Background: an optimization exercise with open tools, aiming at small area and a short achievable clock period. Do not read the settings as production practice. The RTL was checked by simulation tests, not by an equivalence proof against the original design. Power and IR drop assume default switching activity.

==> design.v <==
package gpif_pkg;
    typedef enum logic [2:0] {
        IDLE        = 3'd0,   
        WAIT        = 3'd1,   
        THINK       = 3'd2,   
        READ        = 3'd3,   
        READ_FLUSH  = 3'd4,   
        WRITE       = 3'd5,   
        WRITE_FLUSH = 3'd6    
    } gpif_state_t;
    typedef logic [32-1:0] gpif_word_t;
endpackage
`timescale 1ns/100ps
module gpif_slave_fifo_top (
    input  logic                 gpif_clk,
    input  logic                 gpif_rst,
    input  logic [3:0]           gpif_ctl,      
    input  gpif_pkg::gpif_word_t gpif_d_in,
    output gpif_pkg::gpif_word_t gpif_d_out,
    output logic                 sloe,
    output logic                 slrd,
    output logic                 slwr,
    output logic                 pktend,
    output logic [1:0]           fifoadr,
    output gpif_pkg::gpif_word_t tx_tdata,
    output logic                 tx_tlast,
    output logic                 tx_tvalid,
    input  logic                 tx_tready,
    input  gpif_pkg::gpif_word_t rx_tdata,
    input  logic                 rx_tlast,
    input  logic                 rx_tvalid,
    output logic                 rx_tready
);
    localparam int W     = 32;
    localparam int DEPTH = 64;         
    localparam int TXM   = DEPTH - 1;                
    localparam int NF_AT = DEPTH - 6;
    localparam int HS_AT = DEPTH - 32;
    logic ready_pad, wmark_pad, fx3_ready, fx3_wmark;
    logic slrd1, slrd2, slrd3, rd_eop, rd_eop1, rd_eop2;
    logic [W-1:0] cap;                               
    always_ff @(posedge gpif_clk) begin
        ready_pad <= gpif_ctl[0];
        wmark_pad <= gpif_ctl[1];
        fx3_ready <= ready_pad;
        fx3_wmark <= wmark_pad;
        slrd1     <= slrd;
        slrd2     <= slrd1;
        slrd3     <= slrd2;
        rd_eop1   <= rd_eop;
        rd_eop2   <= rd_eop1;
        cap       <= gpif_d_in;
    end
    logic s_idle, s_wait, s_think, s_read, s_rfl, s_write, s_wfl;
    logic       a;                                   
    logic [2:0] idle_cycles;
    logic       first_read, pad;
    logic [7:0] tsize;                               
    logic       read_ready_go, write_ready_go;
    logic       tx_nf, tx_hs;                        
    logic       rx_v;                                
    logic [W:0] rx_head;                             
    logic local_ready, read_go, write_go, seq_tready, wr_xfer, do_beat, bnd, cut;
    logic beat_end;
    assign fifoadr     = {1'b0, a};
    assign local_ready = a ? rx_v : tx_hs;
    assign read_go     = fx3_ready && fx3_wmark && read_ready_go;
    assign write_go    = fx3_ready && write_ready_go;
    assign do_beat     = s_write || (s_think && write_go);
    assign seq_tready  = (s_write && fx3_wmark && !pad) || (s_think && write_go);
    assign wr_xfer     = rx_v && seq_tready;
    assign bnd         = (tsize == 8'd0);
    assign cut         = !fx3_wmark || tx_nf;
    assign beat_end    = pad || !wr_xfer || (rx_hl && !bnd);
    always_ff @(posedge gpif_clk) begin
        read_ready_go  <= tx_hs && !a;
        write_ready_go <= rx_v && a;
    end
    always_ff @(posedge gpif_clk) begin
        if (gpif_rst) begin
            {s_idle, s_wait, s_think, s_read, s_rfl, s_write, s_wfl} <= 7'b1000000;
            {slrd, slwr, pktend, sloe} <= 4'b1111;
            a           <= 1'b0;
            idle_cycles <= 3'd0;
            rd_eop      <= 1'b0;
            first_read  <= 1'b0;
            pad         <= 1'b0;
            tsize       <= 8'd1;
        end else begin
            s_idle  <= (s_think && !read_go && !write_go) ||
                       (s_rfl && !first_read && slrd3) ||
                       (s_wfl && idle_cycles == 3'd7);
            s_wait  <= s_idle || (s_wait && !(local_ready && idle_cycles == 3'd7));
            s_think <= s_wait && local_ready && idle_cycles == 3'd7;
            s_read  <= (s_think && read_go) || (s_read && !cut);
            s_rfl   <= (s_read && cut) || (s_rfl && !(!first_read && slrd3));
            s_write <= do_beat && !beat_end;
            s_wfl   <= (do_beat && beat_end) || (s_wfl && idle_cycles != 3'd7);
            slrd   <= !((s_think && read_go) || (s_read && !cut));
            sloe   <= !((s_think && read_go) || s_read || (s_rfl && !(!first_read && slrd3)));
            slwr   <= !(do_beat && (pad || wr_xfer));
            pktend <= !(pad || (wr_xfer && rx_hl && !bnd));
            if (s_idle || (s_wait && !local_ready)) a <= !a;
            if (s_wait)
                idle_cycles <= local_ready ? idle_cycles + 3'd1 : 3'd0;
            else if (do_beat && beat_end)
                idle_cycles <= (pad || wr_xfer) ? 3'd5 : 3'd6;
            else if (s_wfl)
                idle_cycles <= idle_cycles + 3'd1;
            else
                idle_cycles <= 3'd0;
            rd_eop <= s_read && !fx3_wmark;
            if (s_think && read_go)
                first_read <= 1'b1;
            else if ((s_read || s_rfl) && !slrd3)
                first_read <= 1'b0;
            pad <= wr_xfer && rx_hl && bnd;
            if (pad || (wr_xfer && rx_hl && !bnd))
                tsize <= 8'd1;
            else if (wr_xfer)
                tsize <= tsize + 8'd1;
        end
    end
    always_ff @(posedge gpif_clk) begin
        gpif_d_out <= pad ? '0 : rx_head[W-1:0];
    end
    logic [6:0]       tx_count;
    logic             tx_le1;                        
    logic [5:0]       tx_wp;                         
    logic [7:0]       tx_rlo, tx_rhi;                
    logic [TXM-1:0][W:0] tx_mem;
    logic [W:0]       tx_word, tx_mout;
    logic             tx_in_v, tx_wr, tx_rd, tx_push, tx_pop, tx_eq1, tx_eq2;
    assign tx_word = {rd_eop2, cap};
    assign tx_in_v = !slrd3 && !sloe;
    assign tx_wr   = tx_in_v && !tx_count[6];
    assign tx_rd   = tx_tvalid && tx_tready;
    assign tx_push = tx_wr && !(tx_le1 && (!tx_tvalid || tx_tready));
    assign tx_pop  = tx_rd && !tx_le1;
    assign tx_eq1  = tx_count == 7'd1;
    assign tx_eq2  = tx_count == 7'd2;
    always_ff @(posedge gpif_clk) begin
        if (gpif_rst) begin
            tx_count  <= '0;
            tx_le1    <= 1'b1;
            tx_tvalid <= 1'b0;
            tx_wp     <= '0;
            tx_rlo    <= 8'd1;
            tx_rhi    <= 8'd1;
            tx_nf     <= 1'b0;
            tx_hs     <= 1'b0;
        end else begin
            if (tx_rd && !tx_wr)      tx_count <= tx_count - 7'd1;
            else if (tx_wr && !tx_rd) tx_count <= tx_count + 7'd1;
            tx_le1    <= !tx_tvalid || (tx_eq1 && (tx_tready || !tx_wr)) ||
                         (tx_eq2 && tx_tready && !tx_wr);
            tx_tvalid <= tx_wr || !tx_le1 || (tx_tvalid && !tx_tready);
            if (tx_push) tx_wp <= (tx_wp == 6'(TXM - 1)) ? 6'd0 : tx_wp + 6'd1;
            if (tx_pop) begin
                if (tx_rhi[7] && tx_rlo[6]) begin        
                    tx_rlo <= 8'd1;
                    tx_rhi <= 8'd1;
                end else begin
                    tx_rlo <= {tx_rlo[6:0], tx_rlo[7]};
                    if (tx_rlo[7]) tx_rhi <= {tx_rhi[6:0], tx_rhi[7]};
                end
            end
            tx_nf     <= tx_count >= 7'(NF_AT);
            tx_hs     <= tx_count <= 7'(HS_AT);
        end
    end
    always_ff @(posedge gpif_clk) begin
        for (int i = 0; i < TXM; i++)
            if (tx_wp == 6'(i) && !tx_count[6]) tx_mem[i] <= tx_word;
    end
    always_comb begin
        tx_mout = '0;
        for (int i = 0; i < TXM; i++)
            tx_mout = tx_mout | ({(W+1){tx_rhi[i/8] && tx_rlo[i%8]}} & tx_mem[i]);
    end
    logic [W:0] tx_hnext, tx_hcopy;
    logic       tx_hload;
    assign tx_hload = !tx_tvalid || tx_tready;
    assign tx_hnext = tx_le1 ? tx_word : tx_mout;
    always_ff @(posedge gpif_clk) begin
        {tx_tlast, tx_tdata} <= tx_hload ? tx_hnext : tx_hcopy;
        tx_hcopy             <= tx_hload ? tx_hnext : {tx_tlast, tx_tdata};
    end
    logic [6:0]       rx_count;
    logic [5:0]       rx_wp;
    logic [7:0]       rx_rlo, rx_rhi;                
    logic [DEPTH-1:0] rx_sel;
    logic [DEPTH-1:0][W:0] rx_mem;
    logic             rx_wr, rx_rd, rx_ge2, rx_eq1, rx_hl, rx_last1;
    assign rx_wr  = rx_tvalid && rx_tready;
    assign rx_rd  = rx_v && seq_tready;
    assign rx_ge2 = rx_count >= 7'd2;
    assign rx_eq1 = rx_count == 7'd1;
    always_ff @(posedge gpif_clk) begin
        if (gpif_rst) begin
            rx_count  <= '0;
            rx_v      <= 1'b0;
            rx_tready <= 1'b1;
            rx_wp     <= '0;
            rx_rlo    <= 8'd1;
            rx_rhi    <= 8'd1;
        end else begin
            if (rx_rd && !rx_wr)      rx_count <= rx_count - 7'd1;
            else if (rx_wr && !rx_rd) rx_count <= rx_count + 7'd1;
            rx_v      <= rx_wr || rx_ge2 || (rx_v && !seq_tready);
            rx_tready <= !((rx_count[6] || (rx_count == 7'd63 && rx_tvalid)) && !rx_rd);
            if (rx_wr) rx_wp <= rx_wp + 6'd1;
            if (rx_rd) begin
                rx_rlo <= {rx_rlo[6:0], rx_rlo[7]};
                if (rx_rlo[7]) rx_rhi <= {rx_rhi[6:0], rx_rhi[7]};
            end
        end
    end
    always_ff @(posedge gpif_clk) begin
        for (int i = 0; i < DEPTH; i++)
            if (rx_wp == 6'(i) && rx_tready) rx_mem[i] <= {rx_tlast, rx_tdata};
    end
    always_comb begin
        for (int i = 0; i < DEPTH; i++) rx_sel[i] = rx_rhi[i/8] && rx_rlo[i%8];
        rx_head  = '0;
        rx_last1 = 1'b0;
        for (int i = 0; i < DEPTH; i++) begin
            rx_head  = rx_head | ({(W+1){rx_sel[i]}} & rx_mem[i]);
            rx_last1 = rx_last1 | (rx_sel[(i + DEPTH - 1) % DEPTH] && rx_mem[i][W]);
        end
    end
    always_ff @(posedge gpif_clk) begin
        if (rx_rd)
            rx_hl <= rx_eq1 ? rx_tlast : rx_last1;
        else if (!rx_v)
            rx_hl <= rx_tlast;
    end
endmodule
==> run.sh <==
#!/bin/bash
# synth_recipe.tcl (not shown) runs the flow's synth.tcl, then flattens the netlist and writes it again
# the make line also repeats each setting of config.mk as NAME=value (left out here)
make -C /OpenROAD-flow-scripts/flow DESIGN_CONFIG=/design/flow/config.mk WORK_HOME=/design/flow/orfs CLKGATE_MAP_FILE= SYNTH_SCRIPT=/design/flow/synth_recipe.tcl finish
==> config.mk <==
export PLATFORM = sky130hd
export DESIGN_NAME = gpif_slave_fifo_top
export DESIGN_NICKNAME = gpif_slave_fifo_top
export VERILOG_FILES = /design/flow/design.v
export SDC_FILE = /design/flow/constraint.sdc
export NUM_CORES = 4
export LEC_CHECK = 0
export CAP_MARGIN = 20
export CORE_MARGIN = 2
export CORE_UTILIZATION = 55
export CTS_CLUSTER_DIAMETER = 120
export CTS_CLUSTER_SIZE = 30
export PLACE_DENSITY = 0.68
export SETUP_SLACK_MARGIN = 3.3
export SLEW_MARGIN = 20
==> constraint.sdc <==
create_clock -name core_clock -period 6.0 [get_ports {gpif_clk}]
set_input_delay 1.2000 -clock core_clock [delete_from_list [all_inputs] [get_ports {gpif_clk}]]
set_output_delay 1.2000 -clock core_clock [all_outputs]
set_load 0.01 [all_outputs]
==> impl_summary.log, run 1 <==
[metrics] number of antenna violations at the first check in global routing: 47
[metrics] leftover overflow at the end of global routing: 0
[metrics] combinational share of power: 1.9%
[metrics] data arrival at the endpoint of the critical path: 3.78 ns
[metrics] achievable frequency: 325 MHz
[metrics] internal portion of total power: 0.0398 W
[metrics] root buf cell: clkbuf_16
[metrics] number of sinks driven by the clock tree: 4423
[metrics] cell types occupying the most area after synthesis: edfxtp_1 (78%), a22oi_1 (6.3%), dfxtp_1 (2.9%)
[metrics] DRC Markers: 0
[metrics] critical path, cell by cell: buf_4, buf_6, and2_1, buf_4, a222oi_1, nor4b_2, a41oi_2
[metrics] most used cell along the critical path: buf_4
[metrics] die area: 297000 um2
[metrics] drt pass-1 iters: 9
[metrics] peak per-stage delay on the critical path: 0.75 ns
[metrics] vias in the first global route: 97.2k
[metrics] async set or reset register ratio after synthesis: 0%
[metrics] proportion of synthesized chip area in sequential cells: 81.0%
[metrics] cell with the most instances after synthesis: edfxtp_1
[metrics] distinct cell type count after synthesis: 73
[metrics] critical path launch point type: flip-flop
[metrics] count of boundary I/O pins: 146
[metrics] Final Hold Slack: 0.337 ns
[metrics] growth of design area from synthesis to finish: 10.8%
[metrics] share of Yosys cell area claimed by the top area cell type: 78.1%
[metrics] cell type with the largest total area after synthesis: edfxtp_1
[metrics] cell row count: 198
[metrics] period utilisation layout: 51.3%
[metrics] final total power: 0.0500 W
[metrics] type of the worst setup path: flip-flop to flip-flop
[metrics] clock insertion delay at the later pin of the skew report: 0.96 ns
[metrics] PortBufs: 142
[metrics] maximum number of pins on one net before global-route repair: 100
[metrics] Place WS: 2.12 ns
[metrics] Hold Vio Cnt, Final: 0
[metrics] number of buffers inserted by hold repair at cts: 0
[metrics] number of design-rule violations left by the first detailed-router iteration: 25.3k
[metrics] critical path fanouts, max: 31
[metrics] setup slack, reg-to-reg: 2.92 ns
[metrics] global router's overall resource usage: 41.7%
[metrics] starting utilization of the core area: 55.3%
[metrics] P_sw: 0.0103 W
[metrics] Reg clk slew, reported paths: 0.11 ns
[metrics] number of nets at the end of the flow: 9527
[metrics] TritonCTS clock tree: done
[metrics] max_cap viols: 0
[metrics] total vias in the final route: 107k
[metrics] number of instances in the synthesized netlist: 9209
[metrics] final standard cell utilization of the core: 61.3%
[metrics] count of buffer and inverter cells on the critical path: 3
[metrics] type of the tightest min-delay check: flip-flop to flip-flop
[metrics] Final min period: 3.08 ns
[metrics] count of state elements after synthesis: 4423
[metrics] routed len/inst: 47.4 um
[metrics] most used standard cells in the synthesized netlist: edfxtp_1 (4192), a22oi_1 (1362), a21oi_1 (412), clkbuf_1 (352), nor2_1 (326)
[metrics] register share of total power: 68.1%
[metrics] final setup violation count: 0
[metrics] routability cong.: 0.888
[metrics] Netlist Area Pre-Place: 161000 um2
[metrics] net switching fraction of the power: 20.5%
[metrics] largest buffer count on any clock path: 4
[metrics] final max-slew violation count: 0
[metrics] DRT Wirelength: 641000 um
[metrics] slowest library cell on the worst path: a222oi_1
[metrics] mean instance size in the synthesized netlist: 17.5 um2
[metrics] core box area: 291000 um2
[metrics] Critical Path End Type: flip-flop
[metrics] number of synthesized flops with an enable pin: 4192
[metrics] Worst Setup Slack, final: 2.92 ns
[metrics] Worst IR Drop VDD: 0.329 mV
[metrics] Worst-Margin Slew: 1.23 ns
[metrics] setup_tns: 0 ns
[metrics] RSZ-0062 raised after global routing: yes
[metrics] Max Clock Skew: 0.120 ns
[metrics] Yosys warning count: 1
[metrics] layout cell share with drive strength beyond 1: 13.8%
[metrics] flip-flop cell with the highest count after synthesis: edfxtp_1
[metrics] delay-heaviest family, CP: compound AO/OA/AOI/OAI gates
[metrics] H-tree depth: 4
[metrics] number of buffers created by CTS: 171
[metrics] mean number of vias per cell: 7.94
[metrics] Die Span X: 545 um
[metrics] HPWL reported at the end of detailed placement: 318000 um
[metrics] Synthesized Nets: 9304
[metrics] first-pass GRT wire length: 841000 um
[metrics] Final ANT Viol Nets: 0
[metrics] fraction of power consumed by the clock network: 30.0%
[metrics] WP data required: 6.71 ns
[metrics] Lkg Pwr: 53.0 nW
[metrics] run status: finished clean
[metrics] worst relative slew slack: 17.8%
[metrics] height of the die: 545 um
[metrics] cell area power density: 280 nW/um2
## per-stage QoR
| step | cells | cell area (um2) |
|---|---|---|
| floorplan | 9209 | 161000 |
| global placement | 12900 | 168000 |
| detailed placement | 12900 | 169000 |
| CTS | 13400 | 177000 |
| global route | 13500 | 178000 |
| finish | 13500 | 178000 |
## path summary, 6_finish.rpt
kind	endpoint	startpoint	depth (start not counted)
setup / recovery	gpif_d_out[31]	rx_rlo[2]	7
hold / removal	slrd3	slrd2	0
setup reg to reg	gpif_d_out[31]	rx_rlo[2]	7
hold reg to reg	slrd3	slrd2	0
## worst register-to-register path, stage by stage (launching register included)
cell and delay, ns:
dfxtp_4 0.43, buf_4 0.18, buf_6 0.24, and2_1 0.35
buf_4 0.26, a222oi_1 0.75, nor4b_2 0.38, a41oi_2 0.26
## state kept, by name, summed over array words and instances (netlist names), 8 cells and up
name and cells:
tx_rhi 8, tsize 8, cap 32, tx_rlo 8
gpif_d_out 32, tx_mem 2079, rx_rlo 8, rx_rhi 8
tx_hcopy 33, tx_tdata 32, rx_mem 2112
## power groups by stage
stage | registers [W] | logic [W] | clock network [W]
global route | 0.0341 | 0.000975 | 0.0158
global placement | 0.0348 | 0.000840 | 0
finish | 0.0341 | 0.000956 | 0.0150
CTS | 0.0341 | 0.000903 | 0.0148
floorplan | 0.0347 | 0.000249 | 0
detailed placement | 0.0348 | 0.000869 | 0
## cell families after synthesis
| group | after synthesis | synth area share [%] |
|---|---|---|
| compound gates | 2964 | 13.6 |
| fa+ha+maj | 22 | 0.171 |
| simple gates | 1025 | 3.17 |
| buf+inv | 739 | 1.83 |
| other cells | 1 | 0.00233 |
| mux | 8 | 0.0497 |
| xor+xnor | 27 | 0.147 |
| flops | 4423 | 81.0 |
## placed cells by master, fill, tap and decap left out, types with 90 or more instances in the layout
master,synthesis,layout
a22oi_1,1362,1362
nor2_1,326,193
buf_12,0,90
edfxtp_1,4192,4192
a222oi_1,200,200
nand3_1,146,145
buf_4,2,377
clkbuf_16,0,180
clkbuf_1,352,125
a21oi_1,412,408
nor2_4,0,131
a32oi_1,128,128
buf_6,4,110
a221oi_1,97,91
o22ai_1,287,287
nand2_1,151,151
dfxtp_1,231,108
a22o_1,133,133
## timing repair
item	in CTS	in global routing
gates cloned	9	4
setup endpoints to repair	2401	410
buffers inserted	189	47
pin swaps	88	42
resized for setup	716	98
## layer usage
layer | up-vias | share of wire (%) | track usage, %
met5 | - | 0.043 | 0
met1 | 52600 | 29 | 51.0
li1 | 38800 | - | -
met2 | 12700 | 42 | 60.4
met3 | 3188 | 18 | 14.9
met4 | 30 | 10 | 33.0
## final cells by class
cell class,instances,area (um2)
antenna,43,108
clock buffer,301,4870
clock inverter,11,175
fill,20500,113000
inverter,53,317
multi-input combinational,4047,29400
sequential,4423,131000
tap,3900,4880
timing repair buffer,736,7920
==> run 2, diff against run 1 <==
--- a/config.mk
+++ b/config.mk
@@ -9,7 +9,6 @@
 export CORE_MARGIN = 2
-export CORE_UTILIZATION = 55
-export CTS_CLUSTER_DIAMETER = 120
-export CTS_CLUSTER_SIZE = 30
-export PLACE_DENSITY = 0.68
-export SETUP_SLACK_MARGIN = 3.3
+export CORE_UTILIZATION = 40
+export CTS_CLUSTER_DIAMETER = 110
+export CTS_CLUSTER_SIZE = 22
+export SETUP_SLACK_MARGIN = 3.25
 export SLEW_MARGIN = 20
==> run 2 against run 1 <==
  * Still clean
  * Maximum frequency grew 5.8%
  * Clock power grew 15%
  * Synthesized cell count is the same
  * Critical endpoint is now gpif_d_out[18]
  * Largest power group unchanged
  * Highest routed layer unchanged
==> impl_summary.log, run 2 <==
[metrics] end of the worst register-to-register path: gpif_d_out[18]
[metrics] cell type with the largest total area after synthesis: edfxtp_1
[metrics] number of sinks driven by the clock tree: 4423 (unchanged)
[metrics] length in cells of the worst reg-to-reg path: 7 (unchanged)
[metrics] final total power: 0.0522 W (+4.3%)
[metrics] leading registers by flop count: rx_mem: 2112 flops, tx_mem: 2079 flops, tx_hcopy: 33 flops
[metrics] cell area power density: 288 nW/um2 (+2.9%)
[metrics] flip-flop cell with the highest count after synthesis: edfxtp_1
[metrics] async set or reset register ratio after synthesis: 0% (unchanged)
[metrics] WP data required: 6.85 ns (+0.14 ns)
[metrics] vias in the first global route: 96.3k (-0.92%)
[metrics] global router's overall resource usage: 31.3% (-10 points)
[metrics] routed len/inst: 44.3 um (-6.6%)
[metrics] Reg clk slew, reported paths: 0.09 ns (-0.02 ns)
[metrics] Die Span X: 639 um (+17%)
[metrics] type of the worst setup path: flip-flop to flip-flop
[metrics] count of boundary I/O pins: 146 (unchanged)
[metrics] cell row count: 233 (+18%)
[metrics] share of Yosys cell area claimed by the top area cell type: 78.1% (unchanged)
[metrics] final setup violation count: 0 (unchanged)
[metrics] number of buffers created by CTS: 225 (+32%)
[metrics] number of synthesized flops with an enable pin: 4192 (unchanged)
[metrics] count of state elements after synthesis: 4423 (unchanged)
[metrics] worst reg2reg path startpoint: rx_rlo[3]
[metrics] number of antenna violations at the first check in global routing: 45 (-4.3%)
[metrics] Critical path destination: gpif_d_out[18]
[metrics] Max Clock Skew: 0.100 ns (-0.0196 ns)
[metrics] most used standard cells in the synthesized netlist: edfxtp_1 (4192), a22oi_1 (1362), a21oi_1 (412), clkbuf_1 (352), nor2_1 (326)
[metrics] Lkg Pwr: 53.4 nW (+0.81%)
[metrics] number of design-rule violations left by the first detailed-router iteration: 22.9k (-9.2%)
[metrics] TritonCTS clock tree: done
[metrics] HPWL reported at the end of detailed placement: 338000 um (+6.3%)
[metrics] achievable frequency: 344 MHz (+5.8%)
[metrics] DRC Markers: 0 (unchanged)
[metrics] die area: 408000 um2 (+37%)
[metrics] cell with the most instances after synthesis: edfxtp_1
[metrics] setup slack, reg-to-reg: 3.09 ns (+0.17 ns)
[metrics] Synthesized Nets: 9304 (unchanged)
[metrics] Final min period: 2.91 ns (-0.169 ns)
[metrics] worst setup path startpoint: rx_rlo[3]
[metrics] cell types occupying the most area after synthesis: edfxtp_1 (78%), a22oi_1 (6.3%), dfxtp_1 (2.9%)
[metrics] total vias in the final route: 106k (-0.78%)
[metrics] maximum number of pins on one net before global-route repair: 105 (+5.0%)
[metrics] clock insertion delay at the later pin of the skew report: 1.03 ns (+0.07 ns)
[metrics] standard cell area after detailed placement: 171000 um2 (+1.1%)
[metrics] Netlist Area Pre-Place: 161000 um2 (unchanged)
[metrics] Hold Vio Cnt, Final: 0 (unchanged)
[metrics] most common cell after layout, fill and taps aside: edfxtp_1
[metrics] final max-slew violation count: 0 (unchanged)
[metrics] type of the tightest min-delay check: flip-flop to flip-flop
[metrics] flip-flop count of the largest register, all copies and words added: 2112 (unchanged)
[metrics] number of buffers inserted by hold repair at cts: 0 (unchanged)
[metrics] Worst-Margin Slew: 1.32 ns (+0.0864 ns)
[metrics] critical path fanouts, max: 104 (+240%)
[metrics] critical path launch point type: flip-flop
[metrics] root buf cell: clkbuf_16
[metrics] core box area: 402000 um2 (+38%)
[metrics] first-pass GRT wire length: 867000 um (+3.1%)
[metrics] Critical Path End Type: flip-flop
[metrics] largest buffer count on any clock path: 4 (unchanged)
[metrics] run status: finished clean
[metrics] growth of design area from synthesis to finish: 12.3%
[metrics] mean instance size in the synthesized netlist: 17.5 um2 (unchanged)
[metrics] DRT Wirelength: 663000 um (+3.5%)
[metrics] mean number of vias per cell: 7.11 (-10%)
[metrics] data arrival at the endpoint of the critical path: 3.76 ns (-0.02 ns)
[metrics] RSZ-0062 raised after global routing: yes
[metrics] setup_tns: 0 ns (unchanged)
[metrics] Yosys warning count: 1 (unchanged)
[metrics] leftover overflow at the end of global routing: 0 (unchanged)
[metrics] routability cong.: 0.877 (-1.2%)
[metrics] worst relative slew slack: 12.1% (-5.8 points)
[metrics] final non-filler cell area: 181000 um2 (+1.4%)
[metrics] height of the die: 639 um (+17%)
[metrics] starting utilization of the core area: 40.1% (-15 points)
[metrics] Final ANT Viol Nets: 0 (unchanged)
[metrics] number of nets at the end of the flow: 9564 (+0.39%)
[metrics] drt pass-1 iters: 10 (+1)
[metrics] distinct cell type count after synthesis: 73 (unchanged)
[metrics] layout cell share with drive strength beyond 1: 13.8% (+0.077 points)
[metrics] PortBufs: 142 (unchanged)
[metrics] number of instances in the synthesized netlist: 9209 (unchanged)
[metrics] period utilisation layout: 48.5% (-2.8 points)
[metrics] Worst IR Drop VDD: 0.286 mV (-13%)
[metrics] max_cap viols: 0 (unchanged)
[metrics] register with the most flip-flops: rx_mem
[metrics] most frequent cells in the layout: edfxtp_1 (4192), a22oi_1 (1362), a21oi_1 (409), buf_4 (392), o22ai_1 (287)
[metrics] H-tree depth: 4 (unchanged)
[metrics] proportion of synthesized chip area in sequential cells: 81.0% (unchanged)
[run 2: how the worst min path moves through the flow]
| stage | endpoint | startpoint | cells after the start | slack [ns] |
|---|---|---|---|---|
| final | rd_eop2 | rd_eop1 | 0 | 0.33 |
| after global routing | rd_eop1 | rd_eop | 0 | 0.34 |
| after global placement | slrd2 | slrd1 | 0 | 0.31 |
| after floorplan | fx3_ready | ready_pad | 0 | 0.31 |
| after detailed placement | rd_eop1 | rd_eop | 0 | 0.31 |
| after CTS | rd_eop2 | rd_eop1 | 0 | 0.33 |
[run 2: timing repair]
action | in CTS | in global routing
pin swaps | 75 | 31
setup endpoints to repair | 2064 | 390
gates resized for setup | 690 | 96
setup buffers | 150 | 47
cloned | 5 | 3
[run 2: power by group]
group          leakage [nW]  internal, W  switching [W]
combinational          10.5     0.000250       0.000688
sequential             39.8       0.0338       0.000249
clock                  3.10      0.00723        0.00992
[run 2: metrics by stage]
stage	cells	hold WS, ns	utilization [%]	setup slack (ns)
finish	15000	0.332	45.0	3.09
global route	14900	0.341	45.0	3.12
CTS	14900	0.334	44.8	2.69
detailed placement	14300	0.314	42.5	1.89
global placement	14300	0.313	42.4	1.83
floorplan	9209	0.310	-	2.90
[run 2: kinds of logic after synthesis]
kind of cell / synth area share [%]
other: 0.00233
XOR/XNOR: 0.147
multiplexers: 0.0497
AND/OR/NAND/NOR: 3.17
buffers and inverters: 1.83
flip-flops: 81.0
AO/OA/AOI/OAI: 13.6
adder cells (fa/ha/maj): 0.171
[run 2: final cells by class]
cell class,instances,area (um2)
fillers,34100,221000
flip-flops and latches,4423,131000
multi-input cells,4047,29200
repair buffers,718,7380
well taps,5287,6620
clock buffers,400,6330
inverters,53,305
clock inverters,13,218
diodes,27,67.6
repair inverters,1,5.00
[run 2: worst max-delay path: stages, from the launching register on]
cell	delay [ns]
dfxtp_4	0.39
buf_12	0.21
and2_4	0.46
a22o_1	0.21
a221oi_2	0.35
nand3_1	0.21
nor4_4	0.50
a21oi_1	0.13
[run 2: routing by layer]
layer / vias to the layer above / routed length, um / GRT usage [%]
met5: - / 426 / 0
met4: 35 / 54600 / 20.7
met3: 2326 / 104000 / 8.62
met2: 11000 / 287000 / 46.6
met1: 54200 / 216000 / 40.0
li1: 38900 / - / -
==> run 3, diff against run 2 <==
--- a/design.v
+++ b/design.v
@@ -129,3 +129,3 @@
     logic [5:0]       tx_wp;                         
-    logic [7:0]       tx_rlo, tx_rhi;                
+    logic [TXM-1:0]   tx_rsel;                       
     logic [TXM-1:0][W:0] tx_mem;
@@ -147,4 +147,3 @@
             tx_wp     <= '0;
-            tx_rlo    <= 8'd1;
-            tx_rhi    <= 8'd1;
+            tx_rsel   <= TXM'(1);
             tx_nf     <= 1'b0;
@@ -158,11 +157,3 @@
             if (tx_push) tx_wp <= (tx_wp == 6'(TXM - 1)) ? 6'd0 : tx_wp + 6'd1;
-            if (tx_pop) begin
-                if (tx_rhi[7] && tx_rlo[6]) begin        
-                    tx_rlo <= 8'd1;
-                    tx_rhi <= 8'd1;
-                end else begin
-                    tx_rlo <= {tx_rlo[6:0], tx_rlo[7]};
-                    if (tx_rlo[7]) tx_rhi <= {tx_rhi[6:0], tx_rhi[7]};
-                end
-            end
+            if (tx_pop) tx_rsel <= {tx_rsel[TXM-2:0], tx_rsel[TXM-1]};
             tx_nf     <= tx_count >= 7'(NF_AT);
@@ -178,3 +169,3 @@
         for (int i = 0; i < TXM; i++)
-            tx_mout = tx_mout | ({(W+1){tx_rhi[i/8] && tx_rlo[i%8]}} & tx_mem[i]);
+            tx_mout = tx_mout | ({(W+1){tx_rsel[i]}} & tx_mem[i]);
     end
@@ -190,3 +181,3 @@
     logic [5:0]       rx_wp;
-    logic [7:0]       rx_rlo, rx_rhi;                
+    logic [DEPTH-1:0] rx_rsel;                       
     logic [DEPTH-1:0] rx_sel;
@@ -204,4 +195,3 @@
             rx_wp     <= '0;
-            rx_rlo    <= 8'd1;
-            rx_rhi    <= 8'd1;
+            rx_rsel   <= DEPTH'(1);
         end else begin
@@ -212,6 +202,3 @@
             if (rx_wr) rx_wp <= rx_wp + 6'd1;
-            if (rx_rd) begin
-                rx_rlo <= {rx_rlo[6:0], rx_rlo[7]};
-                if (rx_rlo[7]) rx_rhi <= {rx_rhi[6:0], rx_rhi[7]};
-            end
+            if (rx_rd) rx_rsel <= {rx_rsel[DEPTH-2:0], rx_rsel[DEPTH-1]};
         end
@@ -223,3 +210,3 @@
     always_comb begin
-        for (int i = 0; i < DEPTH; i++) rx_sel[i] = rx_rhi[i/8] && rx_rlo[i%8];
+        rx_sel = rx_rsel;
         rx_head  = '0;
--- a/config.mk
+++ b/config.mk
@@ -12,3 +12,3 @@
 export CTS_CLUSTER_SIZE = 22
-export SETUP_SLACK_MARGIN = 3.25
+export SETUP_SLACK_MARGIN = 3.3
 export SLEW_MARGIN = 20
==> run 3 against run 2 <==
  * Still clean on timing, DRC and antenna
  * First-iteration DRC count down 1.4%
  * Clock-buffer cell count down 2
  * Synthesized cell count shrank 5.5%
  * Die area shrank 0.43%
  * Highest routed layer unchanged
==> impl_summary.log, run 3 <==
[metrics] length in cells of the worst reg-to-reg path: 6 (-1)
[metrics] setup_tns: 0 ns (unchanged)
[metrics] routability cong.: 0.860 (-2.0%)
[metrics] leading registers by flop count: rx_mem: 2112 flops, tx_mem: 2079 flops, rx_rsel: 64 flops
[metrics] type of the tightest min-delay check: flip-flop to flip-flop
[metrics] async set or reset register ratio after synthesis: 0% (unchanged)
[metrics] number of buffers created by CTS: 228 (+1.3%)
[metrics] end of the worst register-to-register path: gpif_d_out[30]
[metrics] Netlist Area Pre-Place: 160000 um2 (-0.43%)
[metrics] Final min period: 2.86 ns (-0.0529 ns)
[metrics] Lkg Pwr: 53.6 nW (+0.46%)
[metrics] period utilisation layout: 47.6% (-0.88 points)
[metrics] PortBufs: 142 (unchanged)
[metrics] Worst IR Drop VDD: 0.278 mV (-2.7%)
[metrics] Worst Setup Slack, final: 3.14 ns (+0.0529 ns)
[metrics] mean instance size in the synthesized netlist: 18.4 um2 (+5.3%)
[metrics] TritonCTS clock tree: done
[metrics] setup slack, reg-to-reg: 3.16 ns (+0.07 ns)
[metrics] number of synthesized flops with an enable pin: 4192 (unchanged)
[metrics] RSZ-0062 raised after global routing: yes
[metrics] cell row count: 232 (-0.43%)
[metrics] layout cell share with drive strength beyond 1: 13.4% (-0.41 points)
[metrics] Hold Path Cell Cnt: 0 (unchanged)
[metrics] worst hold path endpoint: slrd2
[metrics] cell types occupying the most area after synthesis: edfxtp_1 (78%), dfxtp_1 (4.1%), a22o_1 (4.0%)
[metrics] maximum number of pins on one net before global-route repair: 104 (-0.95%)
[metrics] Reg clk slew, reported paths: 0.10 ns (about the same)
[metrics] count of buffer and inverter cells on the critical path: 1 (unchanged)
[metrics] max_cap viols: 0 (unchanged)
[metrics] flip-flop cell with the highest count after synthesis: edfxtp_1
[metrics] height of the die: 637 um (-0.21%)
[metrics] portion of netlist area occupied by mux cells: 0.00624% (-0.043 points)
[metrics] global router's overall resource usage: 32.1% (+0.81 points)
[metrics] routed len/inst: 46.5 um (+5.1%)
[metrics] Hold Vio Cnt, Final: 0 (unchanged)
[metrics] peak per-stage delay on the critical path: 0.44 ns (-0.06 ns)
[metrics] core box area: 399000 um2 (-0.65%)
[metrics] distinct cell type count after synthesis: 55 (-25%)
[metrics] register with the most flip-flops: rx_mem
[metrics] largest buffer count on any clock path: 4 (unchanged)
[metrics] Place WS: 2.18 ns (+0.290 ns)
[metrics] number of design-rule violations left by the first detailed-router iteration: 22.6k (-1.4%)
[metrics] WP data required: 4.80 ns (-2.05 ns)
[metrics] cell with the most instances after synthesis: edfxtp_1
[metrics] Max Clock Skew: 0.0910 ns (-0.00936 ns)
[metrics] first-pass GRT wire length: 872000 um (+0.57%)
[metrics] type of the worst setup path: flip-flop to output port
[metrics] share of Yosys cell area claimed by the top area cell type: 78.5% (+0.34 points)
[metrics] worst setup path startpoint: gpif_d_out[13]
[metrics] largest family of logic cells by synthesized area: compound AO/OA/AOI/OAI gates
[metrics] run status: finished clean
[metrics] leftover overflow at the end of global routing: 0 (unchanged)
[metrics] count of boundary I/O pins: 146 (unchanged)
[metrics] clock insertion delay at the later pin of the skew report: 1.06 ns (+0.03 ns)
[metrics] worst reg2reg path startpoint: rx_rsel[33]
[metrics] delay-heaviest family, CP: flip-flops
[metrics] Synthesized Nets: 8802 (-5.4%)
[metrics] flip-flop count of the largest register, all copies and words added: 2112 (unchanged)
[metrics] most frequent cells in the layout: edfxtp_1 (4192), a22o_1 (727), a221oi_1 (724), a22oi_1 (629), buf_4 (401)
[metrics] total vias in the final route: 104k (-2.5%)
[metrics] worst relative slew slack: 9.90% (-2.2 points)
[metrics] final max-slew violation count: 0 (unchanged)
[metrics] Worst-Margin Slew: 1.35 ns (+0.0325 ns)
[metrics] cell area power density: 297 nW/um2 (+2.9%)
[metrics] critical path launch point type: flip-flop
[metrics] data arrival at the endpoint of the critical path: 1.66 ns (-2.10 ns)
[metrics] number of nets at the end of the flow: 9070 (-5.2%)
[metrics] H-tree depth: 4 (unchanged)
[metrics] Die Span X: 637 um (-0.21%)
[metrics] Yosys warning count: 1 (unchanged)
[metrics] number of instances in the placed design: 13.9k (-3.0%)
[metrics] starting utilization of the core area: 40.2% (+0.087 points)
[metrics] most used standard cells in the synthesized netlist: edfxtp_1 (4192), a22o_1 (727), a221oi_1 (726), a22oi_1 (629), nand2_1 (370)
[metrics] DRC Markers: 0 (unchanged)
[metrics] cell type with the largest total area after synthesis: edfxtp_1
[metrics] number of antenna violations at the first check in global routing: 61 (+36%)
[metrics] Adder-Cell Fraction of Synth Area: 0.172% (+0.00074 points)
[metrics] HPWL reported at the end of detailed placement: 346000 um (+2.5%)
[metrics] startpoint of the worst hold path: slrd1
[metrics] slowest library cell on the worst path: dfxtp_4
[metrics] Critical Path End Type: output port
[metrics] vias in the first global route: 93.7k (-2.8%)
[metrics] DRT Wirelength: 673000 um (+1.6%)
[metrics] final setup violation count: 0 (unchanged)
[metrics] critical path fanouts, max: 1 (-99%)
[metrics] critical path, cell by cell: clkbuf_2
[metrics] count of state elements after synthesis: 4518 (+2.1%)
[metrics] total number of cells along the worst setup path: 1 (-6)
[metrics] final standard cell utilization of the core: 44.7% (-0.37 points)
[metrics] achievable frequency: 350 MHz (+1.9%)
[metrics] growth of design area from synthesis to finish: 11.2%
[metrics] root buf cell: clkbuf_16
[metrics] most common cell after layout, fill and taps aside: edfxtp_1
[metrics] drt pass-1 iters: 9 (-1)
[metrics] die area: 406000 um2 (-0.43%)
[metrics] number of instances in the synthesized netlist: 8707 (-5.5%)
[metrics] mean number of vias per cell: 7.18 (+0.88%)
[metrics] post-synthesis share of cell area spent on xor and xnor gates: 0.153% (+0.0061 points)
[metrics] number of sinks driven by the clock tree: 4518 (+2.1%)
[metrics] number of standard cells in the layout, taps in and fillers out: 14.5k (-3.4%)
[metrics] share of synthesized cell area in and, or, nand and nor gates: 3.39% (+0.22 points)
[metrics] Final ANT Viol Nets: 0 (unchanged)
[metrics] proportion of synthesized chip area in sequential cells: 82.5% (+1.5 points)
[metrics] post-synthesis compound-gate area fraction: 12.0% (-1.6 points)
[run 3: cell count changes after synthesis, sizes merged, moves of 60 or more]
cell    before  now
a22oi     1362  629
a221oi      98  726
a22o       133  727
o22ai      287    0
nand4       62  302
nand2      151  370
a21oi      412  212
a222oi     200    0
nor2       326  178
a32oi      128    0
dfxtp      231  326
nand3      146   51
o21ai       50  110
[run 3: per-layer routing]
layer | GRT usage [%] | vias up | routed length [um]
met1 | 40.5 | 52900 | 214000
met2 | 47.7 | 11400 | 289000
met5 | 0 | - | 141
met4 | 19.9 | 22 | 53700
met3 | 10.7 | 2644 | 117000
li1 | - | 36800 | -
[run 3: through the flow]
step                      hold slack, ns  cell area, um2  power (W)
after detailed placement           0.313          170000     0.0361
after global routing               0.338          178000     0.0538
final                              0.335          178000     0.0529
after global placement             0.315          170000     0.0361
after CTS                          0.335          178000     0.0528
after floorplan                    0.310          161000     0.0355
[run 3: kinds of logic (layout without fill, tap and decap cells)]
logic type / after synthesis / after routing
flops: 4518 / 4518
compound gates: 2425 / 2425
simple gates: 1092 / 1092
buf+inv: 620 / 1070
xor+xnor: 28 / 28
fa+ha+maj: 22 / 22
other cells: 1 / 46
mux: 1 / 1
[run 3: report_power, final]
| group | switching, W | total, W | internal (W) |
|---|---|---|---|
| Combinational | 0.000578 | 0.000755 | 0.000177 |
| Clock | 0.0102 | 0.0175 | 0.00729 |
| Sequential | 0.000207 | 0.0347 | 0.0345 |
| Total | 0.0110 | 0.0529 | 0.0419 |
[run 3: what timing repair did]
action / 4_1_cts / 5_1_grt
setup buffers: 97 / 22
endpoints found under the setup margin: 2207 / 389
gates resized for setup: 495 / 41
hold buffers: 0 / 0
pin swaps: 63 / 17
endpoints found under the hold margin: 0 / 0
[run 3: final cells by class]
cell class | instances | area, um2
sequential | 4518 | 133000
multi-input combinational | 3569 | 26400
timing repair buffer | 639 | 5680
clock inverter | 14 | 274
antenna | 45 | 113
fill | 33800 | 221000
clock buffer | 398 | 6350
tap | 5265 | 6590
inverter | 19 | 73.8
[run 3: worst max path at each step]
stage	endpoint	slack (ns)
2_1_floorplan	rx_mem[132]	2.91
3_3_place_gp	tx_rsel[10]	2.20
3_5_place_dp	tx_rsel[31]	2.18
4_1_cts	gpif_d_out[13]	2.72
5_1_grt	gpif_d_out[13]	3.17
6_report	gpif_d_out[13]	3.14
==> run 4, diff against run 3 <==
--- a/config.mk
+++ b/config.mk
@@ -12,3 +12,3 @@
 export CTS_CLUSTER_SIZE = 22
-export SETUP_SLACK_MARGIN = 3.3
+export SETUP_SLACK_MARGIN = 3.4
 export SLEW_MARGIN = 20
==> run 4 against run 3 <==
  * Design area up 0.25%
  * Register-to-register slack better by 0.05 ns
  * Sequential share of layout area decreased by 0.15 points
  * Clock skew grew 0.023 ns
  * Worst hold slack gained 0.00073 ns
  * Power about the same
  * Wire length is 0.20% higher
  * Maximum frequency is 1.5% higher
  * Core utilization up 0.11 points
  * Critical path type unchanged
  * Clock-buffer cell count up 1
==> impl_summary.log, run 4 <==
[metrics] run status: finished clean
[metrics] Hold Vio Cnt, Final: 0 (unchanged)
[metrics] number of buffers inserted by hold repair at cts: 0 (unchanged)
[metrics] setup_tns: 0 ns (unchanged)
[metrics] share of Yosys cell area claimed by the top area cell type: 78.5% (unchanged)
[metrics] mean number of vias per cell: 7.17 (about the same)
[metrics] count of buffer and inverter cells on the critical path: 1 (unchanged)
[metrics] Final ANT Viol Nets: 0 (unchanged)
[metrics] critical path fanouts, max: 2 (+1)
[metrics] most used standard cells in the synthesized netlist: edfxtp_1 (4192), a22o_1 (727), a221oi_1 (726), a22oi_1 (629), nand2_1 (370)
[metrics] Worst-Margin Slew: 1.28 ns (-0.0695 ns)
[metrics] mean instance size in the synthesized netlist: 18.4 um2 (unchanged)
[metrics] count of boundary I/O pins: 146 (unchanged)
[metrics] worst reg2reg path startpoint: rx_rsel[56]
[metrics] achievable frequency: 356 MHz (+1.5%)
[metrics] RSZ-0062 raised after global routing: yes
[metrics] routability cong.: 0.868 (+1.0%)
[metrics] Worst IR Drop VDD: 0.591 mV (+110%)
[metrics] PortBufs: 142 (unchanged)
[metrics] cell with the most instances after synthesis: edfxtp_1
[metrics] Yosys warning count: 1 (unchanged)
[metrics] Netlist Area Pre-Place: 160000 um2 (unchanged)
[metrics] number of sinks driven by the clock tree: 4518 (unchanged)
[metrics] peak per-stage delay on the critical path: 0.45 ns (about the same)
[metrics] flip-flop count of the largest register, all copies and words added: 2112 (unchanged)
[metrics] worst setup path startpoint: tx_tdata[2]
[metrics] data arrival at the endpoint of the critical path: 1.61 ns (-0.05 ns)
[metrics] number of antenna violations at the first check in global routing: 50 (-18%)
[metrics] type of the tightest min-delay check: flip-flop to flip-flop
[metrics] total vias in the final route: 104k (-0.076%)
[metrics] distinct cell type count after synthesis: 55 (unchanged)
[metrics] most frequent cells in the layout: edfxtp_1 (4192), a22o_1 (727), a221oi_1 (722), a22oi_1 (629), nand2_1 (369)
[metrics] layout cell share with drive strength beyond 1: 13.6% (+0.16 points)
[metrics] slowest library cell on the worst path: dfxtp_4
[metrics] cell types occupying the most area after synthesis: edfxtp_1 (78%), dfxtp_1 (4.1%), a22o_1 (4.0%)
[metrics] Reg clk slew, reported paths: 0.10 ns (about the same)
[metrics] number of nets at the end of the flow: 9066 (-0.044%)
[metrics] proportion of synthesized chip area in sequential cells: 82.5% (unchanged)
[metrics] Die Span X: 637 um (unchanged)
[metrics] maximum number of pins on one net before global-route repair: 74 (-29%)
[metrics] vias in the first global route: 93.5k (-0.20%)
[metrics] growth of design area from synthesis to finish: 11.4%
[metrics] cell row count: 232 (unchanged)
[metrics] drt pass-1 iters: 9 (unchanged)
[metrics] leading registers by flop count: rx_mem: 2112 flops, tx_mem: 2079 flops, rx_rsel: 64 flops
[metrics] height of the die: 637 um (unchanged)
[metrics] number of design-rule violations left by the first detailed-router iteration: 23.4k (+3.6%)
[metrics] Lkg Pwr: 53.7 nW (+0.22%)
[metrics] global router's overall resource usage: 32.1% (about the same)
[metrics] async set or reset register ratio after synthesis: 0% (unchanged)
[metrics] TritonCTS clock tree: done
[metrics] final max-slew violation count: 0 (unchanged)
[metrics] register with the most flip-flops: rx_mem
[metrics] DRT Wirelength: 675000 um (+0.20%)
[metrics] DRC Markers: 0 (unchanged)
[metrics] Max Clock Skew: 0.114 ns (+0.0228 ns)
[metrics] routed len/inst: 46.6 um (+0.21%)
[metrics] Final min period: 2.81 ns (-0.0434 ns)
[metrics] number of synthesized flops with an enable pin: 4192 (unchanged)
[metrics] HPWL reported at the end of detailed placement: 349000 um (+0.86%)
[metrics] number of buffers created by CTS: 229 (+0.44%)
[metrics] period utilisation layout: 46.9% (-0.72 points)
[metrics] WP data required: 4.80 ns (about the same)
[metrics] Synthesized Nets: 8802 (unchanged)
[metrics] starting utilization of the core area: 40.2% (unchanged)
[metrics] leftover overflow at the end of global routing: 0 (unchanged)
[metrics] final setup violation count: 0 (unchanged)
[metrics] flip-flop cell with the highest count after synthesis: edfxtp_1
[metrics] critical path, cell by cell: buf_6
[metrics] count of state elements after synthesis: 4518 (unchanged)
[metrics] clock insertion delay at the later pin of the skew report: 1.08 ns (+0.02 ns)
[metrics] die area: 406000 um2 (unchanged)
[metrics] startpoint of the worst hold path: slrd1
[metrics] max_cap viols: 0 (unchanged)
[metrics] Final Hold Slack: 0.335 ns (+0.000731 ns)
[metrics] number of instances in the synthesized netlist: 8707 (unchanged)
[metrics] worst relative slew slack: 14.5% (+4.6 points)
[metrics] H-tree depth: 4 (unchanged)
[metrics] core box area: 399000 um2 (unchanged)
[metrics] root buf cell: clkbuf_16
[metrics] largest buffer count on any clock path: 4 (unchanged)
[metrics] critical path launch point type: flip-flop
[metrics] type of the worst setup path: flip-flop to output port
[metrics] most common cell after layout, fill and taps aside: edfxtp_1
[metrics] delay-heaviest family, CP: flip-flops
[metrics] first-pass GRT wire length: 873000 um (about the same)
[metrics] cell area power density: 296 nW/um2 (-0.30%)
[metrics] Critical Path End Type: output port
[metrics] cell type with the largest total area after synthesis: edfxtp_1
-- run 4: where the power goes --
part	total (W)	internal [W]	switching, W
registers	0.0347	0.0345	0.000231
logic	0.000744	0.000189	0.000556
clock network	0.0174	0.00732	0.0101
-- run 4: final timing paths --
| check | end | slack (ns) | cells past startpoint |
|---|---|---|---|
| worst min-delay path | slrd2 | 0.34 | 0 |
| worst min register to register | slrd2 | 0.34 | 0 |
| worst max register to register | gpif_d_out[15] | 3.21 | 5 |
| worst max-delay path | tx_tdata[2] | 3.19 | 1 |
-- run 4: area by class of cell --
type | instances | area, um2
Fill cell | 33800 | 220000
Sequential cell | 4518 | 133000
Inverter | 19 | 73.8
Antenna cell | 48 | 120
Multi-Input combinational cell | 3569 | 26500
Timing Repair Buffer | 634 | 6030
Clock buffer | 399 | 6390
Clock inverter | 13 | 236
Tap cell | 5265 | 6590
-- run 4: timing repair --
action                     4_1_cts  5_1_grt
pin swaps                       72       17
buffers inserted                95       18
gates cloned                     0        0
setup endpoints to repair     2710      758
gates resized for setup        585       93
-- run 4: cells by family (layout without fill, tap and decap cells) --
family,count (synthesis),count (layout),share of synthesized area (%)
other,1,49,0.00234
XOR/XNOR,28,28,0.153
flip-flops,4518,4518,82.5
buffers and inverters,620,1065,1.74
adder cells (fa/ha/maj),22,22,0.172
AND/OR/NAND/NOR,1092,1092,3.39
AO/OA/AOI/OAI,2425,2425,12.0
multiplexers,1,1,0.00624
-- run 4: per-stage QoR --
step / instances / setup slack (ns) / power (W) / util, % / area, um2
2_1_floorplan: 8707 / 2.91 / 0.0355 / - / 161000
3_3_place_gp: 13900 / 2.42 / 0.0361 / 42.5 / 170000
3_5_place_dp: 13900 / 2.39 / 0.0361 / 42.6 / 170000
4_1_cts: 14400 / 2.67 / 0.0527 / 44.6 / 178000
5_1_grt: 14400 / 3.19 / 0.0538 / 44.8 / 179000
6_report: 14500 / 3.19 / 0.0529 / 44.8 / 179000
-- run 4: per-layer routing --
metal  share of wire, %  global-route usage [%]
met5              0.019                  0.0354
met1                 32                    40.6
met3                 17                    10.4
met4                8.2                    21.0
met2                 43                    47.3
==> run 5, diff against run 4 <==
--- a/config.mk
+++ b/config.mk
@@ -9,6 +9,7 @@
 export CORE_MARGIN = 2
-export CORE_UTILIZATION = 40
-export CTS_CLUSTER_DIAMETER = 110
+export CORE_UTILIZATION = 52
+export CTS_CLUSTER_DIAMETER = 100
 export CTS_CLUSTER_SIZE = 22
-export SETUP_SLACK_MARGIN = 3.4
+export PLACE_DENSITY = 0.66
+export SETUP_SLACK_MARGIN = 3.3
 export SLEW_MARGIN = 20
==> run 5 against run 4 <==
  * Synthesized cell count stayed put
  * Register-to-register slack got worse by 0.20 ns
  * Combinational power increased by 7.5%
==> impl_summary.log, run 5 <==
[metrics] height of the die: 559 um (-12%)
[metrics] maximum number of pins on one net before global-route repair: 71 (-4.1%)
[metrics] final standard cell utilization of the core: 57.8% (+13 points)
[metrics] leading registers by flop count: rx_mem: 2112 flops, tx_mem: 2079 flops, rx_rsel: 64 flops
[metrics] Reg clk slew, reported paths: 0.09 ns (about the same)
[metrics] share of Yosys cell area claimed by the top area cell type: 78.5% (unchanged)
[metrics] most used standard cells in the synthesized netlist: edfxtp_1 (4192), a22o_1 (727), a221oi_1 (726), a22oi_1 (629), nand2_1 (370)
[metrics] flip-flop cell with the highest count after synthesis: edfxtp_1
[metrics] largest buffer count on any clock path: 4 (unchanged)
[metrics] final max-slew violation count: 0 (unchanged)
[metrics] leftover overflow at the end of global routing: 0 (unchanged)
[metrics] distinct cell type count after synthesis: 55 (unchanged)
[metrics] Synthesized Nets: 8802 (unchanged)
[metrics] Final ANT Viol Nets: 0 (unchanged)
[metrics] flip-flop count of the largest register, all copies and words added: 2112 (unchanged)
[metrics] final non-filler cell area: 177000 um2 (-1.0%)
[metrics] most common cell after layout, fill and taps aside: edfxtp_1
[metrics] critical path launch point type: flip-flop
[metrics] Yosys warning count: 1 (unchanged)
[metrics] Hold Path Cell Cnt: 0 (unchanged)
[metrics] period utilisation layout: 49.8% (+2.9 points)
[metrics] starting utilization of the core area: 52.4% (+12 points)
[metrics] Netlist Area Pre-Place: 160000 um2 (unchanged)
[metrics] Final Hold Slack: 0.328 ns (-0.00709 ns)
[metrics] area used by multi-input combinational logic: 26500 um2 (about the same)
[metrics] Hold Vio Cnt, Final: 0 (unchanged)
[metrics] Die Span X: 559 um (-12%)
[metrics] number of design-rule violations left by the first detailed-router iteration: 24.0k (+2.6%)
[metrics] routed len/inst: 49.4 um (+5.8%)
[metrics] Final min period: 2.99 ns (+0.173 ns)
[metrics] root buf cell: clkbuf_16
[metrics] RSZ-0062 raised after global routing: yes
[metrics] total vias in the final route: 105k (+0.90%)
[metrics] most frequent cells in the layout: edfxtp_1 (4192), a22o_1 (727), a221oi_1 (724), a22oi_1 (629), buf_4 (401)
[metrics] max_cap viols: 0 (unchanged)
[metrics] first-pass GRT wire length: 857000 um (-1.7%)
[metrics] register with the most flip-flops: rx_mem
[metrics] WP data required: 6.72 ns (+1.92 ns)
[metrics] count of boundary I/O pins: 146 (unchanged)
[metrics] DRT Wirelength: 658000 um (-2.5%)
[metrics] growth of design area from synthesis to finish: 10.3%
[metrics] data arrival at the endpoint of the critical path: 3.71 ns (+2.10 ns)
[metrics] layout cell share with drive strength beyond 1: 13.4% (-0.18 points)
[metrics] mean number of vias per cell: 7.85 (+9.5%)
[metrics] cell types occupying the most area after synthesis: edfxtp_1 (78%), dfxtp_1 (4.1%), a22o_1 (4.0%)
[metrics] cell area power density: 298 nW/um2 (+0.80%)
[metrics] die area: 313000 um2 (-23%)
[metrics] PortBufs: 142 (unchanged)
[metrics] global router's overall resource usage: 41.0% (+9.0 points)
[metrics] cell row count: 203 (-13%)
[metrics] H-tree depth: 4 (unchanged)
[metrics] type of the worst setup path: flip-flop to flip-flop
[metrics] number of buffers created by CTS: 229 (unchanged)
[metrics] proportion of synthesized chip area in sequential cells: 82.5% (unchanged)
[metrics] number of antenna violations at the first check in global routing: 54 (+8.0%)
[metrics] routability cong.: 0.880 (+1.4%)
[metrics] run status: finished clean
[metrics] length in cells of the worst reg-to-reg path: 5 (unchanged)
[metrics] core box area: 306000 um2 (-23%)
[metrics] clock insertion delay at the later pin of the skew report: 0.99 ns (-0.09 ns)
[metrics] Max Clock Skew: 0.0971 ns (-0.0167 ns)
[metrics] number of instances in the synthesized netlist: 8707 (unchanged)
[metrics] cell type with the largest total area after synthesis: edfxtp_1
[metrics] Worst-Margin Slew: 1.29 ns (+0.0111 ns)
[metrics] number of synthesized flops with an enable pin: 4192 (unchanged)
[metrics] critical path fanouts, max: 19 (+17)
[metrics] number of buffers inserted by hold repair at cts: 0 (unchanged)
[metrics] count of filler cells inserted in the layout: 22.6k (-33%)
[metrics] async set or reset register ratio after synthesis: 0% (unchanged)
[metrics] Critical Path End Type: flip-flop
[metrics] mean instance size in the synthesized netlist: 18.4 um2 (unchanged)
[metrics] final total power: 0.0528 W (-0.22%)
[metrics] setup_tns: 0 ns (unchanged)
[metrics] Lkg Pwr: 53.7 nW (-0.11%)
[metrics] HPWL reported at the end of detailed placement: 337000 um (-3.5%)
[metrics] final setup violation count: 0 (unchanged)
[metrics] standard cell area after detailed placement: 168000 um2 (-0.89%)
[metrics] number of sinks driven by the clock tree: 4518 (unchanged)
[metrics] number of nets at the end of the flow: 9080 (+0.15%)
[metrics] worst relative slew slack: 13.8% (-0.74 points)
[metrics] drt pass-1 iters: 6 (-3)
[metrics] vias in the first global route: 94.7k (+1.3%)
[metrics] count of state elements after synthesis: 4518 (unchanged)
[metrics] cell with the most instances after synthesis: edfxtp_1
[metrics] type of the tightest min-delay check: flip-flop to flip-flop
[metrics] Worst IR Drop VDD: 0.259 mV (-56%)
[metrics] area occupied by registers: 133000 um2 (about the same)
[metrics] DRC Markers: 0 (unchanged)
[metrics] achievable frequency: 335 MHz (-5.8%)
[metrics] TritonCTS clock tree: done
run 5: cell counts after synthesis:
Identical to the previous run, type by type.
run 5: where the power goes:
part           switching (W)  internal, W  total [W]
sequential          0.000157       0.0345     0.0346
combinational       0.000631     0.000168   0.000800
clock                0.00988      0.00746     0.0173
total                 0.0107       0.0421     0.0528
run 5: repair_timing:
item,4_1_cts,5_1_grt
endpoints found under the hold margin,0,0
pin swaps,76,17
setup buffers,107,28
gates resized for setup,477,54
cloned,1,0
endpoints found under the setup margin,2232,445
run 5: kinds of logic after synthesis:
family	after synthesis	share of synthesized area, %
buffers and inverters	620	1.74
xor gates and xnor gates	28	0.153
adders and majority gates	22	0.172
muxes	1	0.00624
DFF	4518	82.5
AOI/OAI and AO/OA	2425	12.0
other	1	0.00234
and+or+nand+nor	1092	3.39
run 5: metrics by stage:
stage	worst slack, ns	std cells
CTS	3.25	13300
finish	3.01	13300
detailed placement	2.29	12700
floorplan	2.91	8707
global placement	2.32	12700
global route	3.25	13300
run 5: cell type report:
cell class | count | share of cell area [%]
flip-flops and latches | 4518 | 75.0
multi-input cells | 3570 | 15.0
well taps | 4100 | 2.90
clock buffers | 415 | 3.69
inverters | 19 | 0.0417
diodes | 51 | 0.0721
clock inverters | 11 | 0.0813
repair buffers | 647 | 3.21
run 5: final timing paths:
check	end	slack, ns	startpoint
min	slrd2	0.33	slrd1
min reg2reg	slrd2	0.33	slrd1
max	gpif_d_out[22]	3.01	rx_rsel[7]
max reg2reg	gpif_d_out[22]	3.01	rx_rsel[7]
run 5: per-layer routing:
metal	GRT usage [%]	share of wire (%)	wire, um	vias to the layer above
li1	-	-	-	36900
met4	31.6	10	66000	38
met1	50.2	29	193000	51700
met3	14.9	18	121000	3415
met2	59.5	42	277000	12700
met5	0	0.041	272	-
run 5: worst max-delay path, stage by stage, from the launching register on:
cell	delay, ns
dfxtp_2	0.94
buf_4	0.65
a22oi_1	0.20
nand4_1	0.17
nor3_1	0.08
a21oi_1	0.68

## afterwards: timing with drivers on the ports
The flow's constraints put no driver on any port. The routed layouts listed below were extracted and timed again, unchanged, in two steps. Step 1 assumes that a clkbuf_16 drives the clock port and a buf_2 every other input. Step 2 times the ports against the registers' clock, not the clock port: input delays grow and output delays shrink by t, the midpoint of the rising clock arrivals with the driver on. Three values: ideal ports, drivers, drivers and shift; two values: the first two.
run | t (ns) | setup slack, ns | worst register clock-pin slew, ns
run 1 | 1.031 | 2.922 / 2.922 / 2.592 | 0.12 / 0.12
run 2 | 1.099 | 3.091 / 2.985 / 2.431 | 0.10 / 0.10
run 3 | 1.143 | 3.144 / 3.012 / 2.270 | 0.10 / 0.10
run 4 | 1.147 | 3.188 / 3.065 / 2.439 | 0.10 / 0.10
run 5 | 1.065 | 3.015 / 3.015 / 2.388 | 0.10 / 0.10
After both steps every run listed still meets setup and hold. For run 3, which loses most, drivers alone change the setup slack by -0.132 ns; drivers and shift together by -0.874 ns.
